What follows belongs to an exercise in optimizing a design on an open flow for small area, a short achievable clock period and few clock cycles per item; a production flow would make more cautious choices. Only simulation tests tie the RTL to the original design; equivalence was not proved.

## flow/run.sh

```bash
#!/bin/bash
# synth_recipe.tcl (not shown) runs the flow's synth.tcl, then flattens the netlist and writes it again
# the make line also repeats each setting of config.mk as NAME=value (left out here)
make -C /OpenROAD-flow-scripts/flow DESIGN_CONFIG=/design/flow/config.mk WORK_HOME=/design/flow/orfs CLKGATE_MAP_FILE= SYNTH_SCRIPT=/design/flow/synth_recipe.tcl finish
```

## flow/config.mk

```make
export PLATFORM = sky130hd
export DESIGN_NAME = cpu_top
export DESIGN_NICKNAME = cpu_top
export VERILOG_FILES = /design/flow/design.v
export SDC_FILE = /design/flow/constraint.sdc
export NUM_CORES = 4
export LEC_CHECK = 0
export CAP_MARGIN = 20
export CORE_MARGIN = 2
export CORE_UTILIZATION = 25
export PLACE_DENSITY = 0.3
export SLEW_MARGIN = 20
```

## flow/constraint.sdc

```tcl
create_clock -name core_clock -period 12.0 [get_ports {clk_i}]
set_input_delay 2.4000 -clock core_clock [delete_from_list [all_inputs] [get_ports {clk_i}]]
set_output_delay 2.4000 -clock core_clock [all_outputs]
set_load 0.01 [all_outputs]
```

## flow/design.v

```verilog
package cpu_pkg;
    localparam int XLEN       = 32;
    localparam int NUM_WORDS  = 32;
    localparam int IMEM_WORDS = 64;
    localparam int IMEM_AW    = $clog2(IMEM_WORDS);    
    localparam int IW         = 24;                    
    typedef logic [XLEN-1:0] word_t;
    typedef logic [7:0]      byte_t;
    typedef logic [4:0]      reg_addr_t;
    typedef logic [1:0]      lane_t;
    typedef logic [2:0]      pattern_t;
    typedef logic [IW-1:0]   dinstr_t;
    localparam byte_t LOAD_START  = 8'hFE;
    localparam byte_t LOAD_RUN    = 8'hFF;
    localparam byte_t SIG_TRIGGER = 8'hAA;
    localparam logic [6:0] OP_IMM    = 7'b0010011;
    localparam logic [6:0] OP_REG    = 7'b0110011;
    localparam logic [6:0] OP_LOAD   = 7'b0000011;
    localparam logic [6:0] OP_STORE  = 7'b0100011;
    localparam logic [6:0] OP_BRANCH = 7'b1100011;
    localparam byte_t SIG_PATTERN_0 = 8'h0D;
    localparam byte_t SIG_PATTERN_1 = 8'h36;
    localparam byte_t SIG_PATTERN_2 = 8'h9A;
    localparam logic [1:0] K_ADDI = 2'b00;
    localparam logic [1:0] K_ANDI = 2'b01;
    localparam logic [1:0] K_ORI  = 2'b10;
    localparam logic [1:0] K_OTH  = 2'b11;
    localparam logic [1:0] S_REG  = 2'b00;
    localparam logic [1:0] S_LW   = 2'b01;
    localparam logic [1:0] S_SW   = 2'b10;
    localparam logic [1:0] S_BEQ  = 2'b11;
    typedef enum logic [1:0] {LD_WAIT_START, LD_LOADING, LD_RUNNING} loader_state_t;
    typedef struct packed {
        logic               we;
        logic [IMEM_AW-1:0] idx;
        dinstr_t            data;
    } imem_wr_t;
endpackage
module instr_loader (
    input  logic                        clk_i,
    input  logic                        reset,
    input  cpu_pkg::byte_t              instr_i,
    output cpu_pkg::imem_wr_t           imem_wr_o,
    output logic [cpu_pkg::IMEM_AW-1:0] loaded_o,     
    output logic                        wrap_o,       
    output logic                        running_o,
    output logic                        loading_o
);
    cpu_pkg::loader_state_t      state;
    logic [1:0]                  byte_cnt;
    logic [23:0]                 shift_q;      
    logic [cpu_pkg::IMEM_AW-1:0] word_idx;
    cpu_pkg::word_t              w;
    cpu_pkg::dinstr_t            d;
    always_ff @(posedge clk_i or posedge reset) begin
        if (reset) begin
            state    <= cpu_pkg::LD_WAIT_START;
            byte_cnt <= 2'd0;
            word_idx <= '0;
        end else begin
            case (state)
                cpu_pkg::LD_WAIT_START: begin
                    if (instr_i == cpu_pkg::LOAD_START) begin
                        state    <= cpu_pkg::LD_LOADING;
                        byte_cnt <= 2'd0;
                        word_idx <= '0;
                    end
                end
                cpu_pkg::LD_LOADING: begin
                    if (byte_cnt == 2'd0 && instr_i == cpu_pkg::LOAD_RUN) begin
                        state <= cpu_pkg::LD_RUNNING;         
                    end else begin
                        byte_cnt <= byte_cnt + 2'd1;
                        if (byte_cnt == 2'd3) begin
                            word_idx <= word_idx + 1'b1;
                        end
                    end
                end
                default: state <= cpu_pkg::LD_RUNNING;        
            endcase
        end
    end
    always_ff @(posedge clk_i) begin
        shift_q <= {instr_i, shift_q[23:8]};
    end
    assign w = {instr_i, shift_q};
    always_comb begin
        d = '0;                                              
        case (w[6:0])
            cpu_pkg::OP_IMM: begin
                d[4:0]   = w[19:15];
                d[9:5]   = w[11:7];
                d[21:10] = w[31:20];
                case (w[14:12])
                    3'b000:  d[23:22] = cpu_pkg::K_ADDI;
                    3'b111:  d[23:22] = cpu_pkg::K_ANDI;
                    3'b110:  d[23:22] = cpu_pkg::K_ORI;
                    default: d = '0;
                endcase
            end
            cpu_pkg::OP_REG: begin
                d[23:22] = cpu_pkg::K_OTH;
                d[21:20] = cpu_pkg::S_REG;
                d[4:0]   = w[19:15];
                d[9:5]   = w[11:7];
                d[14:10] = w[24:20];
                case (w[14:12])
                    3'b000:  d[16:15] = w[30] ? 2'b01 : 2'b00;
                    3'b111:  d[16:15] = 2'b10;
                    3'b110:  d[16:15] = 2'b11;
                    default: d = '0;
                endcase
            end
            cpu_pkg::OP_LOAD: begin
                d[23:22] = cpu_pkg::K_OTH;
                d[21:20] = cpu_pkg::S_LW;
                d[4:0]   = w[19:15];
                d[9:5]   = w[11:7];
                d[14:10] = w[24:20];                         
                d[16:15] = w[26:25];                         
            end
            cpu_pkg::OP_STORE: begin
                d[23:22] = cpu_pkg::K_OTH;
                d[21:20] = cpu_pkg::S_SW;
                d[4:0]   = w[19:15];
                d[9:5]   = w[11:7];                          
                d[14:10] = w[24:20];
                d[16:15] = w[26:25];                         
            end
            cpu_pkg::OP_BRANCH: begin
                if (w[14:12] == 3'b000) begin
                    d[23:22] = cpu_pkg::K_OTH;
                    d[21:20] = cpu_pkg::S_BEQ;
                    d[4:0]   = w[19:15];
                    d[9:5]   = {w[25], w[11:8]};                 
                    d[14:10] = w[24:20];
                    d[16:15] = w[27:26];                         
                end
            end
            default: ;
        endcase
    end
    assign imem_wr_o.we   = (state == cpu_pkg::LD_LOADING) && (byte_cnt == 2'd3);
    assign imem_wr_o.idx  = word_idx;
    assign imem_wr_o.data = d;
    assign loaded_o  = word_idx;
    assign wrap_o    = imem_wr_o.we && (word_idx == '1);
    assign running_o = (state == cpu_pkg::LD_RUNNING);
    assign loading_o = (state == cpu_pkg::LD_LOADING);
endmodule
module instr_mem (
    input  logic                        clk_i,
    input  cpu_pkg::imem_wr_t           imem_wr_i,
    input  logic [cpu_pkg::IMEM_AW-1:0] fetch_idx_i,
    output cpu_pkg::dinstr_t            instr_o
);
    cpu_pkg::dinstr_t mem [cpu_pkg::IMEM_WORDS];
    always_ff @(posedge clk_i) begin
        if (imem_wr_i.we) begin
            mem[imem_wr_i.idx] <= imem_wr_i.data;
        end
    end
    assign instr_o = mem[fetch_idx_i];
endmodule
module core_ctrl (
    input  logic                        clk_i,
    input  logic                        reset,
    input  logic                        running_i,
    input  logic [cpu_pkg::IMEM_AW-1:0] loaded_i,
    input  logic                        restart_i,
    input  cpu_pkg::dinstr_t            instr_i,
    input  logic                        alu_eq_i,
    output logic [cpu_pkg::IMEM_AW-1:0] fetch_idx_o,
    output cpu_pkg::reg_addr_t          rs1_o,
    output cpu_pkg::reg_addr_t          rs2_o,
    output cpu_pkg::reg_addr_t          rd_o,
    output logic                        reg_we_o,
    output logic                        wb_sel_mem_o,
    output logic                        mem_wr_o
);
    logic [7:1] pc;              
    logic       go;
    logic       oth;
    logic       taken;
    logic [7:1] br_off;
    assign fetch_idx_o = pc[7:2];
    assign go          = running_i || (fetch_idx_o < loaded_i);
    assign oth    = (instr_i[23:22] == cpu_pkg::K_OTH);
    assign taken  = oth && (instr_i[21:20] == cpu_pkg::S_BEQ) && alu_eq_i;
    assign br_off = {instr_i[16:15], instr_i[9:5]};
    always_ff @(posedge clk_i or posedge reset) begin
        if (reset) begin
            pc <= '0;
        end else if (restart_i) begin
            pc <= '0;
        end else if (go) begin
            pc <= taken ? pc + br_off : pc + 7'd2;
        end
    end
    assign rs1_o        = instr_i[4:0];
    assign rs2_o        = instr_i[14:10];
    assign rd_o         = instr_i[9:5];
    assign reg_we_o     = go && (!oth || instr_i[21:20] == cpu_pkg::S_REG || instr_i[21:20] == cpu_pkg::S_LW);
    assign wb_sel_mem_o = oth && (instr_i[21:20] == cpu_pkg::S_LW);
    assign mem_wr_o     = go && oth && (instr_i[21:20] == cpu_pkg::S_SW);
endmodule
module alu (
    input  cpu_pkg::dinstr_t   instr_i,
    input  cpu_pkg::word_t     rs1_data_i,
    input  cpu_pkg::word_t     rs2_data_i,
    output cpu_pkg::word_t     result_o,
    output cpu_pkg::reg_addr_t mem_idx_o,
    output logic               eq_o
);
    logic           full;        
    logic [1:0]     op;          
    cpu_pkg::word_t op_b;
    logic [6:0]     mimm;
    logic [6:0]     maddr;
    assign full = (instr_i[23:22] != cpu_pkg::K_OTH);
    assign op_b = full ? {{20{instr_i[21]}}, instr_i[21:10]} : rs2_data_i;
    always_comb begin
        case (instr_i[23:22])
            cpu_pkg::K_ADDI: op = 2'b00;
            cpu_pkg::K_ANDI: op = 2'b10;
            cpu_pkg::K_ORI:  op = 2'b11;
            default:         op = instr_i[16:15];
        endcase
    end
    always_comb begin
        case (op)
            2'b00:   result_o = rs1_data_i + op_b;
            2'b01:   result_o = rs1_data_i - op_b;
            2'b10:   result_o = rs1_data_i & op_b;
            default: result_o = rs1_data_i | op_b;
        endcase
    end
    assign mimm      = {instr_i[16:15], (instr_i[21:20] == cpu_pkg::S_LW) ? instr_i[14:10] : instr_i[9:5]};
    assign maddr     = rs1_data_i[6:0] + mimm;
    assign mem_idx_o = maddr[6:2];
    assign eq_o = (rs1_data_i == rs2_data_i);
endmodule
module reg_file (
    input  logic               clk_i,
    input  logic               reset,
    input  logic               clear_i,      
    input  cpu_pkg::reg_addr_t rs1_i,
    input  cpu_pkg::reg_addr_t rs2_i,
    input  cpu_pkg::reg_addr_t rd_i,
    input  cpu_pkg::reg_addr_t dbg_addr_i,
    input  logic               we_i,
    input  cpu_pkg::word_t     wdata_i,
    output cpu_pkg::word_t     rs1_data_o,
    output cpu_pkg::word_t     rs2_data_o,
    output cpu_pkg::word_t     dbg_data_o
);
    cpu_pkg::word_t regs [cpu_pkg::NUM_WORDS];
    logic [cpu_pkg::NUM_WORDS-1:0] valid;
    always_ff @(posedge clk_i or posedge reset) begin
        if (reset) begin
            valid <= '0;
        end else if (clear_i) begin
            valid <= '0;
        end else if (we_i && rd_i != '0) begin
            valid[rd_i] <= 1'b1;
        end
    end
    always_ff @(posedge clk_i) begin
        if (we_i && rd_i != '0) begin
            regs[rd_i] <= wdata_i;
        end
    end
    assign rs1_data_o = valid[rs1_i]      ? regs[rs1_i]      : '0;
    assign rs2_data_o = valid[rs2_i]      ? regs[rs2_i]      : '0;
    assign dbg_data_o = valid[dbg_addr_i] ? regs[dbg_addr_i] : '0;
endmodule
module data_mem (
    input  logic               clk_i,
    input  logic               reset,
    input  logic               clear_i,      
    input  cpu_pkg::reg_addr_t idx_i,
    input  cpu_pkg::word_t     wdata_i,
    input  logic               wr_i,
    input  cpu_pkg::reg_addr_t dbg_addr_i,
    output cpu_pkg::word_t     rdata_o,
    output cpu_pkg::word_t     dbg_data_o
);
    cpu_pkg::word_t mem [cpu_pkg::NUM_WORDS];
    logic [cpu_pkg::NUM_WORDS-1:0] valid;
    always_ff @(posedge clk_i or posedge reset) begin
        if (reset) begin
            valid <= '0;
        end else if (clear_i) begin
            valid <= '0;
        end else if (wr_i) begin
            valid[idx_i] <= 1'b1;
        end
    end
    always_ff @(posedge clk_i) begin
        if (wr_i) begin
            mem[idx_i] <= wdata_i;
        end
    end
    assign rdata_o    = valid[idx_i]      ? mem[idx_i]      : '0;
    assign dbg_data_o = valid[dbg_addr_i] ? mem[dbg_addr_i] : '0;
endmodule
module signature_player (
    input  logic     clk_i,
    input  logic     reset,
    input  cpu_pkg::byte_t    instr_i,
    input  logic     loading_i,
    output cpu_pkg::pattern_t sig_o
);
    logic       armed;        
    logic       play;
    logic [2:0] bit_cnt;
    logic [2:0] bit_sel;
    assign bit_sel = 3'd7 - bit_cnt;            
    always_ff @(posedge clk_i or posedge reset) begin
        if (reset) begin
            armed   <= 1'b0;
            play    <= 1'b0;
            bit_cnt <= 3'd0;
            sig_o   <= '0;
        end else begin
            armed <= (instr_i == cpu_pkg::SIG_TRIGGER) && !loading_i && !armed && !play;
            if (armed) begin
                play    <= 1'b1;
                bit_cnt <= 3'd0;
            end else if (play) begin
                bit_cnt <= bit_cnt + 3'd1;
                if (bit_cnt == 3'd7) play <= 1'b0;
            end
            if (play) begin
                sig_o <= {cpu_pkg::SIG_PATTERN_2[bit_sel], cpu_pkg::SIG_PATTERN_1[bit_sel], cpu_pkg::SIG_PATTERN_0[bit_sel]};
            end else begin
                sig_o <= '0;
            end
        end
    end
endmodule
module cpu_top (
    input  logic               clk_i,
    input  logic               reset,
    input  cpu_pkg::byte_t     instr_i,
    input  logic               data_or_reg_i,
    input  cpu_pkg::reg_addr_t address_i,
    input  cpu_pkg::lane_t     vout_addr_i,
    output cpu_pkg::byte_t     value_o,
    output cpu_pkg::pattern_t  easter_egg_o
);
    cpu_pkg::imem_wr_t           imem_wr;
    logic                        running;
    logic                        loading;
    logic                        wrap;
    logic [cpu_pkg::IMEM_AW-1:0] loaded;
    logic [cpu_pkg::IMEM_AW-1:0] fetch_idx;
    cpu_pkg::dinstr_t            cur_instr;
    cpu_pkg::reg_addr_t          rs1, rs2, rd, mem_idx;
    logic                        reg_we, wb_sel_mem, mem_wr;
    cpu_pkg::word_t              rs1_data, rs2_data, alu_result, mem_rdata, wb_data;
    logic                        alu_eq;
    cpu_pkg::word_t              reg_dbg, mem_dbg, readout_word;
    instr_loader u_loader (
        .clk_i, .reset, .instr_i,
        .imem_wr_o (imem_wr),
        .loaded_o  (loaded),
        .wrap_o    (wrap),
        .running_o (running),
        .loading_o (loading)
    );
    instr_mem u_imem (
        .clk_i,
        .imem_wr_i   (imem_wr),
        .fetch_idx_i (fetch_idx),
        .instr_o     (cur_instr)
    );
    core_ctrl u_ctrl (
        .clk_i, .reset,
        .running_i    (running),
        .loaded_i     (loaded),
        .restart_i    (wrap),
        .instr_i      (cur_instr),
        .alu_eq_i     (alu_eq),
        .fetch_idx_o  (fetch_idx),
        .rs1_o        (rs1),
        .rs2_o        (rs2),
        .rd_o         (rd),
        .reg_we_o     (reg_we),
        .wb_sel_mem_o (wb_sel_mem),
        .mem_wr_o     (mem_wr)
    );
    alu u_alu (
        .instr_i    (cur_instr),
        .rs1_data_i (rs1_data), .rs2_data_i (rs2_data),
        .result_o   (alu_result), .mem_idx_o (mem_idx), .eq_o (alu_eq)
    );
    assign wb_data = wb_sel_mem ? mem_rdata : alu_result;    
    reg_file u_regs (
        .clk_i, .reset, .clear_i (wrap),
        .rs1_i (rs1), .rs2_i (rs2), .rd_i (rd), .dbg_addr_i (address_i),
        .we_i (reg_we), .wdata_i (wb_data),
        .rs1_data_o (rs1_data), .rs2_data_o (rs2_data), .dbg_data_o (reg_dbg)
    );
    data_mem u_dmem (
        .clk_i, .reset, .clear_i (wrap),
        .idx_i (mem_idx), .wdata_i (rs2_data), .wr_i (mem_wr),
        .dbg_addr_i (address_i),
        .rdata_o (mem_rdata), .dbg_data_o (mem_dbg)
    );
    signature_player u_sig (
        .clk_i, .reset, .instr_i,
        .loading_i (loading),
        .sig_o     (easter_egg_o)
    );
    assign readout_word = data_or_reg_i ? reg_dbg : mem_dbg;
    assign value_o      = running ? readout_word[{vout_addr_i, 3'b000} +: 8] : 8'h00;
endmodule
```

==> reports/summary.txt, run 1 <==
Layout cell share with drive strength beyond 1: 33.7%
Crit end category: flip-flop
Initial Utilization: 25.1%
Clock sink count: 3697
Synth Area in Adders: 0.652%
Required @ worst endpoint: 12.87 ns
Hpwl dp: 481 mm
Number of port buffers: 28
Post-synth cell types: 104
Crit-path max cell delay: 0.87 ns
Vias: 100000
Status: finished clean
Die Footprint: 700000 um^2
Routed WL: 768 mm
Top Metal Used: met5
Final worst setup slack: 0.857 ns
Synth Area in Compound Gates: 3.33%
Number of enable-type register cells in the synthesized netlist: 3584
TNS Setup: 0 ns
Post-route ant nets: 0
Post-Syn Nets: 9363
FMAX: 89.7 MHz
Max clock buf depth: 4
Xor/xnor share of the synthesized area: 0.478%
Final net count: 9890
Period Utilization, post-route: 92.9%
Worst-Skew Late Latency: 1.07 ns
Ys async rst share: 2.41%
CTS resizes: 0
Final-report hold violation count: 0
Slew headroom: 23.0%
Simple-gate share of the synthesized area: 4.03%
Crit path top cell by count: o21ai_0
Predominant post-synthesis flop cell: edfxtp_1
Root Driver: clkbuf_16
Layout area overhead: 18.3%
Global route overflow: 0
Max Slew Vio Count: 0
Critical path startpoint category: flip-flop
Setup CP Type: reg2reg
Die height: 837 um
Unrepaired setup endpoints after global routing: no
Antenna violations before repair: 37
Met2 wire len: 387 mm
Synth Cell Area: 173000 um^2
Hold Crit Class: reg2reg
Yosys reg bits: 3697
Clock-pin slew on the worst setup and hold paths: 0.06 ns
TritonRoute pass-1 iters: 6
Syn Area/Cell: 18.7 um^2
Worst Max-Slew Pin Slew: 1.15 ns
Via-to-Cell Ratio: 5.17
DRC viols: 0
First-pass GRT wire length: 1020 mm
YS warnings: 7
Mux contribution to synthesized area: 25.9%
Worst path slowest cell: dfrtp_4
Core area: 690000 um^2
Final clock skew: 0.0815 ns
Drt first-iter violations: 9528
M1 wire length: 335 mm
CTS tree: yes
Num rows: 305
Largest net degree at the start of global routing: 93
CTS buffer count: 459
H-tree depth: 5
Largest family of logic cells by synthesized area: multiplexers
All-Layer GR Usage: 21.4%
Tmin final: 11.14 ns
DIE WIDTH: 837 um
Ports: 29
Routed len/inst: 39.6 um
Max Cap Viol: 0
GPL Wtd Cong: 0.811
CP arrival: 12.02 ns
Post-CTS setup buffer count: 0
Place WS: 0.882 ns
# hold bufs at CTS: 0
CP max FO: 32
Synthesized instance count: 9271
Final setup violation count: 0
Vias in the first global route: 106000
Register area share after synthesis: 63.6%
Routed wl met3: 30.7 mm
## state kept, by name, summed over array words and instances, names as in the netlist
| name | cells |
|---|---|
| u_loader.state | 2 |
| u_sig.play | 1 |
| u_sig.armed | 1 |
| u_sig.bit_cnt | 3 |
| u_loader.shift_q | 24 |
| u_dmem.valid | 32 |
| u_ctrl.pc | 7 |
| u_loader.byte_cnt | 2 |
| u_imem.mem | 1536 |
| u_sig.sig_o | 3 |
| u_loader.word_idx | 6 |
| u_regs.valid | 32 |
| u_dmem.mem | 1024 |
| u_regs.regs | 1024 |
## critical path: cells and delay by family, from the launching register on
family          cells  cell delay, ns
compound gates     18            4.05
simple gates        7            1.93
mux                 4            1.84
buf+inv             7            1.39
flops               1            0.87
fa+ha+maj           2            0.68
## cell families after synthesis
family / count (synthesis)
DFF: 3697
muxes: 2269
and+or+nand+nor: 1560
buffers and inverters: 725
adders and majority gates: 93
xor gates and xnor gates: 93
AOI/OAI and AO/OA: 834
## Yosys cell counts, types with 50 or more instances
library cell	n	area, um^2
a211oi_1	69	518
a21oi_1	203	1020
a22oi_1	103	773
and2_1	54	338
buf_1	125	469
buf_2	169	846
buf_4	60	450
clkbuf_1	273	1020
dfrtp_1	89	2230
edfxtp_1	3584	108000
ha_1	72	901
inv_1	65	244
mux2i_1	456	4560
mux4_2	1774	40000
nand2_1	647	2430
nand3_1	224	1120
nand4_1	50	313
nor2_1	360	1350
o21ai_0	99	495
xnor2_1	62	543
## path summary, 6_finish.rpt
path / end / depth (start not counted) / startpoint / slack [ns]
max in group asynchronous: u_ctrl.pc[5] / 3 / reset / 8.96
min: u_loader.shift_q[15] / 0 / u_loader.shift_q[23] / 0.36
min reg2reg: u_loader.shift_q[15] / 0 / u_loader.shift_q[23] / 0.36
max reg2reg: u_regs.regs[4][26] / 38 / u_ctrl.pc[2] / 0.86
max: u_regs.regs[4][26] / 38 / u_ctrl.pc[2] / 0.86
min in group asynchronous: u_loader.word_idx[2] / 2 / reset / 1.68
## area by class of cell
cell class,instances,area [um^2]
clock inverter,266,2230
antenna,12,30.0
inverter,69,264
multi-input combinational,4849,61500
tap,9210,11500
clock buffer,573,12100
timing repair buffer,722,7150
sequential,3697,110000
fill,67400,485000
## metal layers
metal,track usage [%],vias to the layer above
met5,0,-
met4,4.10,6
met3,2.60,770
met2,37.5,2840
met1,28.8,56500
li1,-,40300
## through the flow
stage                     std cells  cell area [um^2]  util [%]  hold WS (ns)
after global routing          19400            205000      29.7         0.363
final                         19400            205000      29.7         0.359
after global placement        18500            191000      27.6         0.355
after detailed placement      18500            191000      27.6         0.350
after floorplan                9271            173000         -         0.324
after CTS                     19400            205000      29.7         0.355
## cell usage in the layout, fill, tap and decap left out, types with 135 or more instances in the layout
master | synthesis | routed
mux2i_1 | 456 | 452
edfxtp_1 | 3584 | 3584
nor2_1 | 360 | 209
nor2_4 | 0 | 135
mux4_2 | 1774 | 1774
nand3_1 | 224 | 221
buf_4 | 60 | 566
clkbuf_16 | 0 | 465
a21oi_1 | 203 | 196
nand2_1 | 647 | 639
Testbench counts, summed over its fixed seeds: cycles 33,938, instrs 30,699.
==> inputs of run 2 (changes only) <==
--- a/flow/design.v
+++ b/flow/design.v
@@ -227,12 +227,38 @@
             default:         op = instr_i[16:15];
         endcase
     end
+    cpu_pkg::word_t bx, g, p, sum;
+    cpu_pkg::word_t gl [6];
+    cpu_pkg::word_t pl [6];
+    logic           sub;
+    assign sub = (op == 2'b01);
+    assign bx  = op_b ^ {32{sub}};
+    assign g   = rs1_data_i & bx;
+    assign p   = rs1_data_i ^ bx;
+    always_comb begin
+        gl[0] = g;
+        pl[0] = p;
+        for (int l = 0; l < 5; l++) begin
+            for (int i = 0; i < 32; i++) begin
+                if (i >= (1 << l)) begin
+                    gl[l+1][i] = gl[l][i] | (pl[l][i] & gl[l][i - (1 << l)]);
+                    pl[l+1][i] = pl[l][i] & pl[l][i - (1 << l)];
+                end else begin
+                    gl[l+1][i] = gl[l][i];
+                    pl[l+1][i] = pl[l][i];
+                end
+            end
+        end
+        sum[0] = p[0] ^ sub;
+        for (int i = 1; i < 32; i++) begin
+            sum[i] = p[i] ^ (gl[5][i-1] | (pl[5][i-1] & sub));
+        end
+    end
     always_comb begin
         case (op)
-            2'b00:   result_o = rs1_data_i + op_b;
-            2'b01:   result_o = rs1_data_i - op_b;
             2'b10:   result_o = rs1_data_i & op_b;
-            default: result_o = rs1_data_i | op_b;
+            2'b11:   result_o = rs1_data_i | op_b;
+            default: result_o = sum;
         endcase
     end
     assign mimm      = {instr_i[16:15], (instr_i[21:20] == cpu_pkg::S_LW) ? instr_i[14:10] : instr_i[9:5]};
--- a/flow/config.mk
+++ b/flow/config.mk
@@ -9,4 +9,6 @@
 export CORE_MARGIN = 2
 export CORE_UTILIZATION = 25
 export PLACE_DENSITY = 0.3
+export SETUP_SLACK_MARGIN = 3.0
 export SLEW_MARGIN = 20
+export TNS_END_PERCENT = 5
==> run 2 against run 1 <==
Sequential share of layout area down 0.64 points. Highest routed layer unchanged. Still clean. Worst setup slack better by 2.1 ns. Synthesized area up 1.4%. Worst hold slack worse by 0.011 ns.
==> reports/summary.txt, run 2 <==
Crit path to: value_o[6]
Clock-pin slew on the worst setup and hold paths: 0.06 ns (about the same)
Non-Filler Instances: 20800 (+7.4%)
Layout cell share with drive strength beyond 1: 26.8% (-6.9 points)
Root Driver: clkbuf_16
Tmin final: 9.06 ns (-2.09 ns)
Crit-path max cell delay: 0.78 ns (-0.09 ns)
Final setup violation count: 0 (unchanged)
Commonest non-fill, non-tap cells in the layout: edfxtp_1, nand2_1, mux4_2
Clock sink count: 3697 (unchanged)
Hold Crit Class: reg2reg
Largest family of logic cells by synthesized area: multiplexers
Antenna violations before repair: 54 (+46%)
Layout area overhead: 18.1%
R2R setup slack: 3.00 ns (+2.14 ns)
Worst-Skew Late Latency: 1.07 ns (about the same)
Inst Count DP: 19900 (+7.1%)
Share of the synthesized area in the top cell type: 61.2% (-0.84 points)
Xor/xnor share of the synthesized area: 0.615% (+0.14 points)
Sequence of cells on the critical path: buf_12 > buf_12 > mux4_2 > mux4_2 > mux4_2 > a32oi_4 > nand2_1 > and3_1 > clkdlybuf4s50_1
Max clock buf depth: 4 (unchanged)
Required @ worst endpoint: 9.60 ns (-3.27 ns)
Largest registers: u_imem.mem x1536, u_dmem.mem x1024, u_regs.regs x1024
Reg2reg path depth: 27 (-29%)
TNS Setup: 0 ns (unchanged)
Post-synth cell types: 114 (+9.6%)
Critical path startpoint category: input pin
Crit end category: output port
Final clock skew: 0.0941 ns (+0.0126 ns)
First-pass GRT wire length: 1040 mm (+2.3%)
Unrepaired setup endpoints after global routing: yes
Largest register by flop count: u_imem.mem
Drt first-iter violations: 11200 (+18%)
Number of port buffers: 28 (unchanged)
DRC viols: 0 (unchanged)
Initial Utilization: 25.0% (-0.085 points)
Top post-synthesis cells by area: edfxtp_1, mux4_2, mux2i_1, nand2_1, nand3_1
Synth Cell Area: 176000 um^2 (+1.4%)
Worst Max-Slew Pin Slew: 1.20 ns (+0.0519 ns)
Yosys reg bits: 3697 (unchanged)
Slew headroom: 20.1% (-3.0 points)
Global route overflow: 0 (unchanged)
Crit path top cell by count: mux4_2
Max Cap Viol: 0 (unchanged)
Num rows: 308 (+0.98%)
Setup CP Type: in2out
Largest net degree at the start of global routing: 101 (+8.6%)
Final-report hold violation count: 0 (unchanged)
Number of enable-type register cells in the synthesized netlist: 3584 (unchanged)
Vias: 109000 (+8.6%)
Delay-heaviest family, CP: multiplexers
Routed len/inst: 37.7 um (-4.8%)
H-tree depth: 5 (unchanged)
# hold bufs at CTS: 0 (unchanged)
GPL Wtd Cong: 0.793 (-2.2%)
Max Slew Vio Count: 0 (unchanged)
Hpwl dp: 472 mm (-1.8%)
FF-to-FF End: u_regs.regs[0][22]
Max reg flops: 1536 (unchanged)
DIE WIDTH: 843 um (+0.68%)
Worst path slowest cell: mux4_2
Synth area leader: edfxtp_1
YS warnings: 9 (+2)
Ys async rst share: 2.41% (unchanged)
Die height: 843 um (+0.68%)
Post-route ant nets: 0 (unchanged)
CP max FO: 57 (+78%)
Post-Syn Nets: 10900 (+16%)
Die Footprint: 710000 um^2 (+1.4%)
Via-to-Cell Ratio: 5.23 (+1.2%)
Period Utilization, post-route: 75.5% (-17 points)
CP startpoint: address_i[1]
Commonest non-fill, non-tap cell in the layout: edfxtp_1
Register area share after synthesis: 62.8% (-0.86 points)
Reg2reg start: u_ctrl.pc[3]
Commonest cells post-synth: edfxtp_1, nand2_1, mux4_2, mux2i_1, nand3_1
Fillers: 69200 (+2.7%)
CP arrival: 6.66 ns (-5.36 ns)
Final net count: 11200 (+13%)
FMAX: 110 MHz (+23%)
Critical Path Stages: 9 (-76%)
Buf/Inv on CP: 3 (-4)
Top-count cell post-synth: edfxtp_1
Syn Area/Cell: 16.3 um^2 (-13%)
Synth Area in Compound Gates: 4.11% (+0.79 points)
CTS tree: yes
Routed WL: 786 mm (+2.3%)
CTS buffer count: 460 (+0.22%)
Simple-gate share of the synthesized area: 6.96% (+2.9 points)
Predominant post-synthesis flop cell: edfxtp_1
Status: finished clean
Synthesized instance count: 10800 (+16%)
Synth Area in Adders: 0.621% (-0.031 points)
Core area: 702000 um^2 (+1.7%)
Mux contribution to synthesized area: 22.5% (-3.4 points)
TritonRoute pass-1 iters: 9 (+3)
Final core utilization: 29.6% (-0.15 points)
Vias in the first global route: 111000 (+5.3%)
All-Layer GR Usage: 21.4% (about the same)
Ports: 29 (unchanged)
## run 2: through the flow
| stage | area, um^2 | hold WS (ns) | setup slack [ns] |
|---|---|---|---|
| floorplan | 176000 | 0.323 | 3.00 |
| global placement | 191000 | 0.337 | 0.505 |
| detailed placement | 191000 | 0.334 | 0.720 |
| CTS | 207000 | 0.352 | 2.94 |
| global route | 208000 | 0.362 | 2.93 |
| finish | 208000 | 0.348 | 2.94 |
## run 2: what timing repair did
action                                  in CTS  in global routing
resized for setup                          127                 61
gates cloned                                15                  2
pin swaps                                   25                 11
endpoints found under the setup margin    2095               1006
setup buffers                               63                 19
## run 2: worst reg2reg max path, delay by kind of cell, from the launching register on
family / cells / cell delay, ns
AOI/OAI and AO/OA: 9 / 2.79
xor gates and xnor gates: 1 / 0.37
buffers and inverters: 9 / 2.20
DFF: 1 / 0.43
muxes: 1 / 0.38
and+or+nand+nor: 7 / 2.50
## run 2: worst min-delay path by stage
stage | start | endpoint | cells after the start
floorplan | u_loader.shift_q[18] | u_loader.shift_q[10] | 0
global placement | u_loader.shift_q[23] | u_loader.shift_q[15] | 0
detailed placement | u_loader.shift_q[15] | u_loader.shift_q[7] | 0
CTS | u_loader.shift_q[15] | u_loader.shift_q[7] | 0
global route | u_loader.shift_q[16] | u_loader.shift_q[8] | 0
finish | u_loader.shift_q[15] | u_loader.shift_q[7] | 0
## run 2: cells by family after synthesis
logic type / Yosys count
AO/OA/AOI/OAI: 997
buffers and inverters: 854
flip-flops: 3697
XOR/XNOR: 117
AND/OR/NAND/NOR: 2797
multiplexers: 2214
adder cells (fa/ha/maj): 92
## run 2: per-layer routing
layer,global-route usage [%],share of wire (%),wire [um]
met4,5.72,3.1,24000
met2,36.6,49,384000
met5,0,0.0031,24
met1,29.0,44,342000
met3,2.26,4.5,35400
## run 2: layout make-up
cell class,instances,area (um^2),share of cell area (%)
clock buffer,589,12200,5.89
timing repair buffer,681,7200,3.47
tap,9300,11600,5.61
inverter,58,239,0.115
multi-input combinational,6227,63600,30.6
clock inverter,253,2290,1.10
sequential,3697,110000,53.2
antenna,24,60.1,0.0289
Testbench counts of run 2, summed over its fixed seeds: cycles 33,938, instrs 30,699.
==> inputs of run 3 (changes only) <==
--- a/flow/config.mk
+++ b/flow/config.mk
@@ -9,6 +9,6 @@
 export CORE_MARGIN = 2
 export CORE_UTILIZATION = 25
 export PLACE_DENSITY = 0.3
-export SETUP_SLACK_MARGIN = 3.0
+export SETUP_SLACK_MARGIN = 4.5
 export SLEW_MARGIN = 20
 export TNS_END_PERCENT = 5
==> run 3 against run 2 <==
Maximum frequency up 9.5%. Clock skew increased by 0.017 ns. Die area stayed put. Worst setup slack better by 0.79 ns. Cell count rose by 2.2%. Cell area is 4.6% higher. Non-clock buffer count is 469 higher. Via count grew 2.5%. Flip-flop and latch count unchanged. Critical path type unchanged.
==> reports/summary.txt, run 3 <==
Synthesized instance count: 10800 (unchanged)
Post-route ant nets: 0 (unchanged)
Global route overflow: 0 (unchanged)
CTS buffer count: 457 (-0.65%)
H-tree depth: 5 (unchanged)
Vias: 112000 (+2.5%)
Max Slew Vio Count: 0 (unchanged)
Max Cap Viol: 0 (unchanged)
Drt first-iter violations: 11800 (+4.7%)
Layout cell share with drive strength beyond 1: 31.2% (+4.5 points)
Critical path startpoint category: input pin
Final net count: 11700 (+4.2%)
Predominant post-synthesis flop cell: edfxtp_1
Post-route cell area: 217000 um^2 (+4.6%)
Routed len/inst: 38.6 um (+2.4%)
M3 GR Usage: 2.24% (-0.016 points)
Final-report hold violation count: 0 (unchanged)
Unrepaired setup endpoints after global routing: yes
Max reg flops: 1536 (unchanged)
Syn Area/Cell: 16.3 um^2 (unchanged)
First-pass GRT wire length: 1090 mm (+4.3%)
CTS tree: yes
TNS Setup: 0 ns (unchanged)
Delay-heaviest family, CP: multiplexers
Via-to-Cell Ratio: 5.25 (+0.27%)
Clock-pin slew on the worst setup and hold paths: 0.06 ns (about the same)
Final worst setup slack: 3.73 ns (+0.785 ns)
Tmin final: 8.27 ns (-0.785 ns)
Worst path slowest cell: mux4_2
Register area share after synthesis: 62.8% (unchanged)
Max clock buf depth: 4 (unchanged)
Ports: 29 (unchanged)
CP max FO: 7 (-88%)
Routed WL: 822 mm (+4.7%)
Share of the synthesized area in the top cell type: 61.2% (unchanged)
Crit-path max cell delay: 0.69 ns (-0.09 ns)
Synth Area in Compound Gates: 4.11% (unchanged)
Die Footprint: 710000 um^2 (unchanged)
Status: finished clean
Largest registers: u_imem.mem x1536, u_dmem.mem x1024, u_regs.regs x1024
Required @ worst endpoint: 9.60 ns (about the same)
TritonRoute pass-1 iters: 8 (-1)
Number of port buffers: 28 (unchanged)
Place WS: 1.03 ns (+0.314 ns)
Antenna violations before repair: 44 (-19%)
Number of enable-type register cells in the synthesized netlist: 3584 (unchanged)
Met1 Use GR: 30.6% (+1.5 points)
Hpwl dp: 478 mm (+1.3%)
YS warnings: 9 (unchanged)
Setup CP Type: in2out
FMAX: 121 MHz (+9.5%)
Post-Syn Nets: 10900 (unchanged)
Global routing usage on met2: 37.9% (+1.3 points)
CP arrival: 5.87 ns (-0.79 ns)
DIE WIDTH: 843 um (unchanged)
Largest family of logic cells by synthesized area: multiplexers
Yosys reg bits: 3697 (unchanged)
DRC viols: 0 (unchanged)
All-Layer GR Usage: 22.4% (+1.0 points)
Largest net degree at the start of global routing: 72 (-29%)
Synth Area in Adders: 0.621% (unchanged)
Simple-gate share of the synthesized area: 6.96% (unchanged)
Ys async rst share: 2.41% (unchanged)
Commonest non-fill, non-tap cells in the layout: edfxtp_1, nand2_1, mux4_2
Largest register by flop count: u_imem.mem
Worst Max-Slew Pin Slew: 1.14 ns (-0.0549 ns)
Final setup violation count: 0 (unchanged)
Period Utilization, post-route: 68.9% (-6.5 points)
Initial Utilization: 25.0% (unchanged)
Num rows: 308 (unchanged)
Commonest cells post-synth: edfxtp_1, nand2_1, mux4_2, mux2i_1, nand3_1
Mux contribution to synthesized area: 22.5% (unchanged)
Slew headroom: 23.6% (+3.6 points)
Hold Crit Class: reg2reg
Placed Area: 191000 um^2 (+0.23%)
Layout area overhead: 23.6%
Final clock skew: 0.111 ns (+0.0165 ns)
Synth area leader: edfxtp_1
Core area: 702000 um^2 (unchanged)
Busiest grt layer: met2
Root Driver: clkbuf_16
Sequence of cells on the critical path: buf_16 > buf_16 > buf_12 > buf_16 > mux4_2 > mux4_2 > mux4_2 > a32oi_4 > nand2_1 > and3_4 > dlygate4sd2_1
Crit end category: output port
Clock sink count: 3697 (unchanged)
Vias in the first global route: 114000 (+2.6%)
Top post-synthesis cells by area: edfxtp_1, mux4_2, mux2i_1, nand2_1, nand3_1
Xor/xnor share of the synthesized area: 0.615% (unchanged)
Die height: 843 um (unchanged)
Top-count cell post-synth: edfxtp_1
Post-synth cell types: 114 (unchanged)
Worst-Skew Late Latency: 1.11 ns (+0.04 ns)
GPL Wtd Cong: 0.794 (+0.18%)
Buf/Inv on CP: 5 (+2)
Synth Cell Area: 176000 um^2 (unchanged)
Commonest non-fill, non-tap cell in the layout: edfxtp_1
-- run 3: through the flow --
step | instances | hold WS, ns | util, %
after floorplan | 10800 | 0.323 | -
after detailed placement | 19900 | 0.340 | 27.3
after global routing | 21300 | 0.360 | 30.9
final | 21300 | 0.354 | 30.9
after global placement | 19900 | 0.338 | 27.2
after CTS | 21200 | 0.354 | 30.8
-- run 3: layer usage --
metal,wire (um),vias up
met4,29500,6
met5,37,-
met3,35600,953
met1,358000,61500
li1,-,45500
met2,398000,3836
-- run 3: area by class of cell --
class	count	area, um^2
Antenna cell	22	55.1
Clock buffer	561	12000
Clock inverter	277	2560
Fill cell	68500	485000
Inverter	58	253
Multi-Input combinational cell	6229	65200
Sequential cell	3697	110000
Tap cell	9300	11600
Timing Repair Buffer	1150	15100
-- run 3: logic make-up (layout without fill, tap and decap cells) --
group,count (synthesis),after routing
and+or+nand+nor,2797,2807
DFF,3697,3697
adders and majority gates,92,92
muxes,2214,2214
buffers and inverters,854,2046
xor gates and xnor gates,117,117
other,0,22
AOI/OAI and AO/OA,997,999
-- run 3: what timing repair did --
action                     4_1_cts  5_1_grt
cloned                         104       10
pin swaps                      113       66
resized for setup              779       94
hold buffers                     0        0
setup buffers                  366       49
setup endpoints to repair     2705     1805
-- run 3: path summary, 6_finish.rpt --
| path | startpoint | end | slack [ns] | cells after the start |
|---|---|---|---|---|
| setup reg to reg | u_ctrl.pc[6] | u_ctrl.pc[7] | 3.82 | 25 |
| hold reg to reg | u_loader.shift_q[23] | u_loader.shift_q[15] | 0.35 | 0 |
| hold / removal | u_loader.shift_q[23] | u_loader.shift_q[15] | 0.35 | 0 |
| setup / recovery | address_i[0] | value_o[1] | 3.73 | 11 |
| max in group asynchronous | reset | u_ctrl.pc[5] | 8.76 | 3 |
| min in group asynchronous | reset | u_loader.word_idx[5] | 1.84 | 2 |
==> inputs of run 4 (changes only) <==
--- a/flow/config.mk
+++ b/flow/config.mk
@@ -8,7 +8,8 @@
 export CAP_MARGIN = 20
 export CORE_MARGIN = 2
 export CORE_UTILIZATION = 25
+export CTS_BUF_LIST = sky130_fd_sc_hd__clkbuf_8
 export PLACE_DENSITY = 0.3
-export SETUP_SLACK_MARGIN = 4.5
+export SETUP_SLACK_MARGIN = 5
 export SLEW_MARGIN = 20
 export TNS_END_PERCENT = 5
==> run 4 against run 3 <==
Sequential share of layout area grew 0.57 points. Die area is the same. Register-to-register slack gained 0.17 ns. Worst setup slack gained 0.034 ns. Critical endpoint is now value_o[7]. Global-route usage is essentially flat. Cell area shrank 1.1%. Highest routed layer unchanged. Flip-flop and latch count is the same. Maximum frequency grew 0.41%. Synthesized area is the same. Routed wire length is essentially flat.
==> reports/summary.txt, run 4 <==
Status: finished clean
Routed WL: 823 mm (about the same)
Commonest non-fill, non-tap cell in the layout: edfxtp_1
Synth area leader: edfxtp_1
Global route overflow: 0 (unchanged)
# hold bufs at CTS: 0 (unchanged)
Period Utilization, post-route: 68.7% (-0.28 points)
Number of enable-type register cells in the synthesized netlist: 3584 (unchanged)
Largest family of logic cells by synthesized area: multiplexers
Vias: 113000 (+1.2%)
Clock sink count: 3697 (unchanged)
Fillers: 68900 (+0.60%)
Synthesized instance count: 10800 (unchanged)
Yosys reg bits: 3697 (unchanged)
Final hold slack: 0.345 ns (-0.00911 ns)
Max Cap Viol: 0 (unchanged)
Slew headroom: 18.8% (-4.9 points)
Final net count: 11900 (+1.8%)
Ys async rst share: 2.41% (unchanged)
Post-Syn Nets: 10900 (unchanged)
Setup CP Type: in2out
TritonRoute pass-1 iters: 6 (-2)
TNS Setup: 0 ns (unchanged)
Post-synth cell types: 114 (unchanged)
Layout cell share with drive strength beyond 1: 31.9% (+0.63 points)
Synth Area in Compound Gates: 4.11% (unchanged)
Top-count cell post-synth: edfxtp_1
Via-to-Cell Ratio: 5.22 (-0.61%)
Num rows: 308 (unchanged)
Final clock skew: 0.0902 ns (-0.0204 ns)
Worst Max-Slew Pin Slew: 1.22 ns (+0.0728 ns)
Largest net degree at the start of global routing: 111 (+54%)
All-Layer GR Usage: 22.5% (+0.023 points)
Layout area overhead: 22.2%
Required @ worst endpoint: 9.60 ns (about the same)
Final setup violation count: 0 (unchanged)
Number of port buffers: 28 (unchanged)
Vias in the first global route: 117000 (+2.1%)
Final worst setup slack: 3.76 ns (+0.0338 ns)
Unrepaired setup endpoints after global routing: yes
YS warnings: 9 (unchanged)
Max reg flops: 1536 (unchanged)
Commonest non-fill, non-tap cells in the layout: edfxtp_1, nand2_1, mux4_2
FMAX: 121 MHz (+0.41%)
CP max FO: 7 (unchanged)
H-tree depth: 6 (+1)
CTS buffer count: 717 (+57%)
GPL Wtd Cong: 0.794 (unchanged)
Tmin final: 8.24 ns (-0.0338 ns)
Die height: 843 um (unchanged)
Simple-gate share of the synthesized area: 6.96% (unchanged)
Synth Cell Area: 176000 um^2 (unchanged)
Register area share after synthesis: 62.8% (unchanged)
Area of the multi-input gates: 65300 um^2 (about the same)
Share of the synthesized area in the top cell type: 61.2% (unchanged)
Core area: 702000 um^2 (unchanged)
CTS tree: yes
FF+latch area: 110000 um^2 (unchanged)
Top post-synthesis cells by area: edfxtp_1, mux4_2, mux2i_1, nand2_1, nand3_1
Hold Crit Class: reg2reg
Critical path startpoint category: input pin
DIE WIDTH: 843 um (unchanged)
Routed len/inst: 38.0 um (-1.7%)
First-pass GRT wire length: 1090 mm (+0.26%)
Hpwl dp: 478 mm (unchanged)
Largest register by flop count: u_imem.mem
CP arrival: 5.84 ns (-0.03 ns)
Commonest cells post-synth: edfxtp_1, nand2_1, mux4_2, mux2i_1, nand3_1
Initial Utilization: 25.0% (unchanged)
Antenna violations before repair: 53 (+20%)
Root Driver: clkbuf_8
DRC viols: 0 (unchanged)
Clock-pin slew on the worst setup and hold paths: 0.06 ns (about the same)
Max Slew Vio Count: 0 (unchanged)
Worst-Skew Late Latency: 1.33 ns (+0.22 ns)
Syn Area/Cell: 16.3 um^2 (unchanged)
Max clock buf depth: 4 (unchanged)
Post-route ant nets: 0 (unchanged)
Die Footprint: 710000 um^2 (unchanged)
Drt first-iter violations: 11000 (-6.9%)
Place WS: 1.03 ns (unchanged)
Largest registers: u_imem.mem x1536, u_dmem.mem x1024, u_regs.regs x1024
Final-report hold violation count: 0 (unchanged)
Xor/xnor share of the synthesized area: 0.615% (unchanged)
Ports: 29 (unchanged)
Predominant post-synthesis flop cell: edfxtp_1
Synth Area in Adders: 0.621% (unchanged)
Mux contribution to synthesized area: 22.5% (unchanged)
Crit end category: output port
[run 4: worst paths after layout]
| path | from | end | slack [ns] | depth (start not counted) |
|---|---|---|---|---|
| min in group asynchronous | reset | u_loader.word_idx[5] | 1.58 | 2 |
| worst max register to register | u_ctrl.pc[2] | u_regs.regs[20][17] | 3.99 | 35 |
| max in group asynchronous | reset | u_ctrl.pc[6] | 9.04 | 3 |
| worst min register to register | u_loader.shift_q[23] | u_loader.shift_q[15] | 0.35 | 0 |
| worst max-delay path | address_i[0] | value_o[7] | 3.76 | 12 |
| worst min-delay path | u_loader.shift_q[23] | u_loader.shift_q[15] | 0.35 | 0 |
[run 4: worst max-delay path: stages]
cell     delay (ns)
buf_16         0.17
buf_16         0.22
buf_16         0.16
buf_8          0.13
buf_4          0.12
mux4_2         0.50
mux4_2         0.55
mux4_2         0.75
a32oi_2        0.30
nand2_1        0.07
and3_4         0.21
buf_6          0.13
[run 4: cells by family after synthesis]
group           Yosys count
buf+inv                 854
xor+xnor                117
compound gates          997
flops                  3697
simple gates           2797
fa+ha+maj                92
mux                    2214
[run 4: per-stage QoR]
stage                     util [%]  instance area, um^2  cells
after floorplan                  -               176000  10800
after global placement        27.2               191000  19900
after detailed placement      27.3               191000  19900
after CTS                     30.4               214000  21600
after global routing          30.6               215000  21700
final                         30.6               215000  21700
[run 4: routing by layer]
| metal | routed length (um) | global-route usage (%) |
|---|---|---|
| met5 | 52 | 0 |
| met4 | 30500 | 7.03 |
| met3 | 38600 | 2.69 |
| met2 | 398000 | 37.9 |
| met1 | 356000 | 30.3 |
[run 4: cell type report]
cell class | instances | share of cell area (%)
inverters | 58 | 0.116
repair buffers | 1100 | 6.76
diodes | 19 | 0.0221
flip-flops and latches | 3697 | 51.4
clock inverters | 547 | 1.27
clock buffers | 726 | 4.65
well taps | 9300 | 5.42
multi-input cells | 6230 | 30.4
[run 4: repair_timing]
item	in CTS	in global routing
gates resized for setup	803	97
setup buffers	333	34
gates cloned	102	11
endpoints found under the setup margin	3271	2380
pin swaps	136	58
hold endpoints to repair	0	0

[afterwards: timing with drivers on the ports]
The results above use ideal ports. As a check the final layouts listed here were re-extracted and re-timed, cells and wires unchanged. Step 1 assumes that a clkbuf_16 drives the clock port and a buf_2 every other input. Step 2 times the ports against the registers' clock, not the clock port: input delays grow and output delays shrink by t, the midpoint of the rising clock arrivals with the driver on. Slacks: ideal ports / drivers / drivers and shift; pairs: ideal ports / drivers.
run | shift t [ns] | slack for setup (ns) | worst data-port slew with drivers (ns)
run 1 | 1.164 | 0.857 / 0.857 / 0.857 | 0.32
run 2 | 1.147 | 2.942 / 2.730 / 2.730 | 0.28
run 3 | 1.185 | 3.728 / 3.404 / 3.404 | 0.36
run 4 | 1.411 | 3.762 / 3.437 / 3.437 | 0.37
After both steps setup and hold are still met in every run listed. For run 4, which loses most, drivers alone change the setup slack by -0.325 ns; drivers and shift together by -0.325 ns.
